This design comes from an exercise in tuning for small area, a short achievable clock period and few clock cycles per item on the open sky130 flow, not from production work.
RTL that was checked went through simulation tests only; none was proved equivalent to the original.
Power and IR drop assume default switching activity.

## job 8777
// tablet_adaptive_delta_decoder_unit
module tablet_adaptive_delta_decoder_unit
#(
    parameter int TOOLS     = TOOLS_DEF,
    parameter int SHIFT_MAX = SHIFT_MAX_DEF
) (
    input  logic        clk,
    input  logic        rst_n,
    input  logic        din_valid,
    output logic        din_ready,
    input  logic        din_action,
    input  logic        din_tool,
    input  logic [2:0]  din_channel,
    input  logic [4:0]  din_raw_code,
    input  logic [15:0] din_load_value,
    input  logic [3:0]  din_load_shift,
    output logic        dout_valid,
    input  logic        dout_ready,
    output logic [15:0] dout_value,
    output logic [3:0]  dout_step_out,
    output logic        dout_held,
    input  logic        psel,
    input  logic        penable,
    input  logic        pwrite,
    input  logic [2:0]  paddr,
    input  logic [31:0] pwdata,
    output logic [31:0] prdata,
    output logic        pready
);
Size in the first run: ~390 flip-flops, ~130 I/O pins, ~20000 um2 of cells after synthesis.
==> module tadd_update, before the edit <==
module tadd_update (
    input  logic        action,     
    input  logic [2:0]  channel,
    input  logic [15:0] opnd,       
    input  logic        neg,
    input  logic        ovf,        
    input  logic        hcode,      
    input  logic [3:0]  f,          
    input  logic [2:0]  chg,        
    input  logic [15:0] raw0,
    input  logic        hold0,
    input  logic [15:0] max_x,
    input  logic [15:0] max_y,
    output logic [15:0] raw_n,
    output logic [3:0]  shift_n,
    output logic        hold_n,
    output logic [15:0] value
);
    logic        is_loc, is_tilt, is_press, is_rot;
    logic [5:0]  sh_sum;
    logic [15:0] hi, nh, dm;
    logic [15:0] r;
    logic        rc;
    logic        gt, lo_c, hi_c, hold_d, pin;
    logic [15:0] clamped;
    logic [15:0] avg_nc, avg_hi;
    logic        avg_hi_c;
    logic [15:0] avg;
    assign is_loc   = (channel[2:1] == 2'b00);
    assign is_tilt  = (channel[2:1] == 2'b01);
    assign is_press = (channel[2:1] == 2'b10);
    assign is_rot   = (channel == CH_ROT);
    assign sh_sum = {2'b00, f} + {{3{chg[2]}}, chg};
    always_comb
    begin
        if (sh_sum[5])
            shift_n = 4'd0;
        else if (sh_sum[4])
            shift_n = 4'd15;
        else
            shift_n = sh_sum[3:0];
    end
    always_comb
    begin
        if (is_loc)
            hi = channel[0] ? max_y : max_x;
        else if (is_tilt)
            hi = TILT_MAX;
        else if (is_rot)
            hi = ROT_MAX;
        else
            hi = PRESS_MAX;
    end
    assign nh = ~hi;
    assign dm = opnd ^ {16{neg}};
    tadd_add #(.W(16)) u_r (.a(raw0), .b(dm), .cin(neg), .sum(r), .cout(rc));
    tadd_carry #(.W(16)) u_t (.a(r), .b(nh), .cin(1'b0), .cout(gt));
    assign lo_c = !is_rot && neg && (ovf || !rc);
    assign hi_c = gt || (!is_rot && !neg && (ovf || rc));
    assign hold_d = is_press ? (hold0 ? neg : hcode) : hold0;
    assign pin    = is_press && hold_d;
    always_comb
    begin
        if (pin)
            clamped = HOLD_VAL;
        else if (lo_c)
            clamped = 16'd0;
        else if (hi_c)
            clamped = hi;
        else
            clamped = r;
    end
    tadd_add #(.W(16)) u_avg_nc (.a(raw0), .b({neg, dm[15:1]}), .cin(neg && dm[0]),
                                 .sum(avg_nc), .cout());
    tadd_add #(.W(16)) u_avg_hi (.a(raw0), .b(hi), .cin(1'b0), .sum(avg_hi), .cout(avg_hi_c));
    always_comb
    begin
        if (lo_c)
            avg = {1'b0, raw0[15:1]};
        else if (hi_c)
            avg = {avg_hi_c, avg_hi[15:1]};
        else
            avg = avg_nc;
    end
    always_comb
    begin
        if (action == ACT_LOAD)
        begin
            raw_n  = opnd;
            hold_n = hold0;
            value  = opnd;
        end
        else
        begin
            raw_n  = clamped;
            hold_n = hold_d;
            value  = is_loc ? avg : clamped;
        end
    end
endmodule
==> flow/config.mk <==
export PLATFORM = sky130hd
export DESIGN_NAME = tablet_adaptive_delta_decoder_unit
export DESIGN_NICKNAME = tablet_adaptive_delta_decoder_unit
export VERILOG_FILES = /design/flow/design.v
export SDC_FILE = /design/flow/constraint.sdc
export NUM_CORES = 4
export LEC_CHECK = 0
export ABC_AREA = 1
export ABC_CLOCK_PERIOD_IN_PS = 4000
export CAP_MARGIN = 20
export CORE_MARGIN = 2
export CORE_UTILIZATION = 40
export CTS_BUF_LIST = sky130_fd_sc_hd__clkbuf_8
export CTS_CLUSTER_DIAMETER = 60
export CTS_CLUSTER_SIZE = 16
export PLACE_DENSITY = 0.75
export SLEW_MARGIN = 20
export TNS_END_PERCENT = 10
==> flow/constraint.sdc <==
create_clock -name core_clock -period 10.0 [get_ports {clk}]
set_input_delay 2.0000 -clock core_clock [delete_from_list [all_inputs] [get_ports {clk}]]
set_output_delay 2.0000 -clock core_clock [all_outputs]
set_load 0.01 [all_outputs]
standard.sh (not shown) runs the stock make flow with config.mk's settings and CLKGATE_MAP_FILE= SYNTH_SCRIPT=/design/flow/synth_recipe.tcl, a recipe that flattens the netlist after the stock synthesis.
==> flow/flow/run.sh <==
#!/bin/bash
# The standard layout, with synthesis leaving adders to abc instead of
# mapping them to the half and full adder cells first, the port buffers
# made of plain buf_2 cells, and timing repair aimed at a setup slack of
# 5.5 ns (the clock period and constraints are unchanged).
export ADDER_MAP_FILE=
export BUFFER_PORTS_ARGS="-buffer_cell sky130_fd_sc_hd__buf_2"
export SETUP_SLACK_MARGIN=5.5
bash standard.sh > standard.log 2>&1
Testbench counts of job 8777, summed over its fixed seeds: cycles 24,016, items 24,000.
Setup changes, job 8777 to job 2388
diff --git a/flow/design.v b/flow/design.v
--- a/flow/design.v
+++ b/flow/design.v
@@ -181,12 +181,14 @@
 );
     logic        is_loc, is_tilt, is_press, is_rot;
     logic [5:0]  sh_sum;
     logic [15:0] hi, nh, dm;
     logic [15:0] r;
     logic        rc;
+    logic [15:0] cs_s, cs_c;
+    logic        tc;
     logic        gt, lo_c, hi_c, hold_d, pin;
     logic [15:0] clamped;
     logic [15:0] avg_nc, avg_hi;
     logic        avg_hi_c;
     logic [15:0] avg;
     assign is_loc   = (channel[2:1] == 2'b00);
@@ -214,13 +216,16 @@
         else
             hi = PRESS_MAX;
     end
     assign nh = ~hi;
     assign dm = opnd ^ {16{neg}};
     tadd_add #(.W(16)) u_r (.a(raw0), .b(dm), .cin(neg), .sum(r), .cout(rc));
-    tadd_carry #(.W(16)) u_t (.a(r), .b(nh), .cin(1'b0), .cout(gt));
+    assign cs_s = raw0 ^ dm ^ nh;
+    assign cs_c = (raw0 & dm) | (raw0 & nh) | (dm & nh);
+    tadd_carry #(.W(16)) u_t (.a(cs_s), .b({cs_c[14:0], neg}), .cin(1'b0), .cout(tc));
+    assign gt = tc ^ cs_c[15] ^ rc;
     assign lo_c = !is_rot && neg && (ovf || !rc);
     assign hi_c = gt || (!is_rot && !neg && (ovf || rc));
     assign hold_d = is_press ? (hold0 ? neg : hcode) : hold0;
     assign pin    = is_press && hold_d;
     always_comb
     begin
## What came out
Job 2388 ran to completion and came out clean on the timing, DRC and antenna checks.
Delta (job 2388 minus job 8777): horizontal die dimension saw an increase, worst slew margin relative to its limit shows a reduction of 1.4 points, hold slack fell by 0.0043 ns.
The lower fraction of the mapped netlist area in simple logic gates of job 2388 and job 8777 is in job 8777.
Job 2388 vs. job 8777: worst-case reg-to-reg path depth increased about 4.5%, number of setup buffers added after CTS decreased 1, area added between synthesis and finish decreased 2.3 points, via count of the first global-routing pass increased 520.
Clock-pin transition on the worst setup and hold timing paths of job 8777 is on par with job 2388.
Diff job 8777 -> job 2388: clock skew down 0.0070 ns, signal arrival time at the worst endpoint shows no meaningful change, combinational share of power increased by 1.5 points relative to the old numbers, setup slack rose 0.011 ns.
Only the layout flow was run in job 2388; the RTL was not checked for function there.

what the ideal ports hide:
How much do the figures lean on ideal ports? The routed layouts below were timed once more, with nothing changed but the port constraints.
Step 1 sets driving cells, clkbuf_16 on the clock port and buf_2 on the other inputs (assumed; they add their load-dependent delay and slew).
Step 2 moves the port delays by t, midway between the first and last clock arrival at a register: inputs arrive t later, outputs are due t later. That takes back most of the time a late clock gives input paths.
Three values: ideal ports, drivers, drivers and shift; two values: the first two.
run | t, ns | setup slack, ns | worst setup path after step 2 | worst data-port slew with drivers (ns) | pins driven straight from the clock port
job 8777 | 0.716 | 5.432 / 5.281 / 4.800 | input to register | 0.18 | 1
job 2388 | 0.700 | 5.442 / 5.408 / 4.831 | input to register | 0.07 | 1
After both steps setup and hold are still met in every run listed. The setup slack of job 8777, which loses most, moves by -0.151 ns with the drivers and by -0.632 ns with both steps.
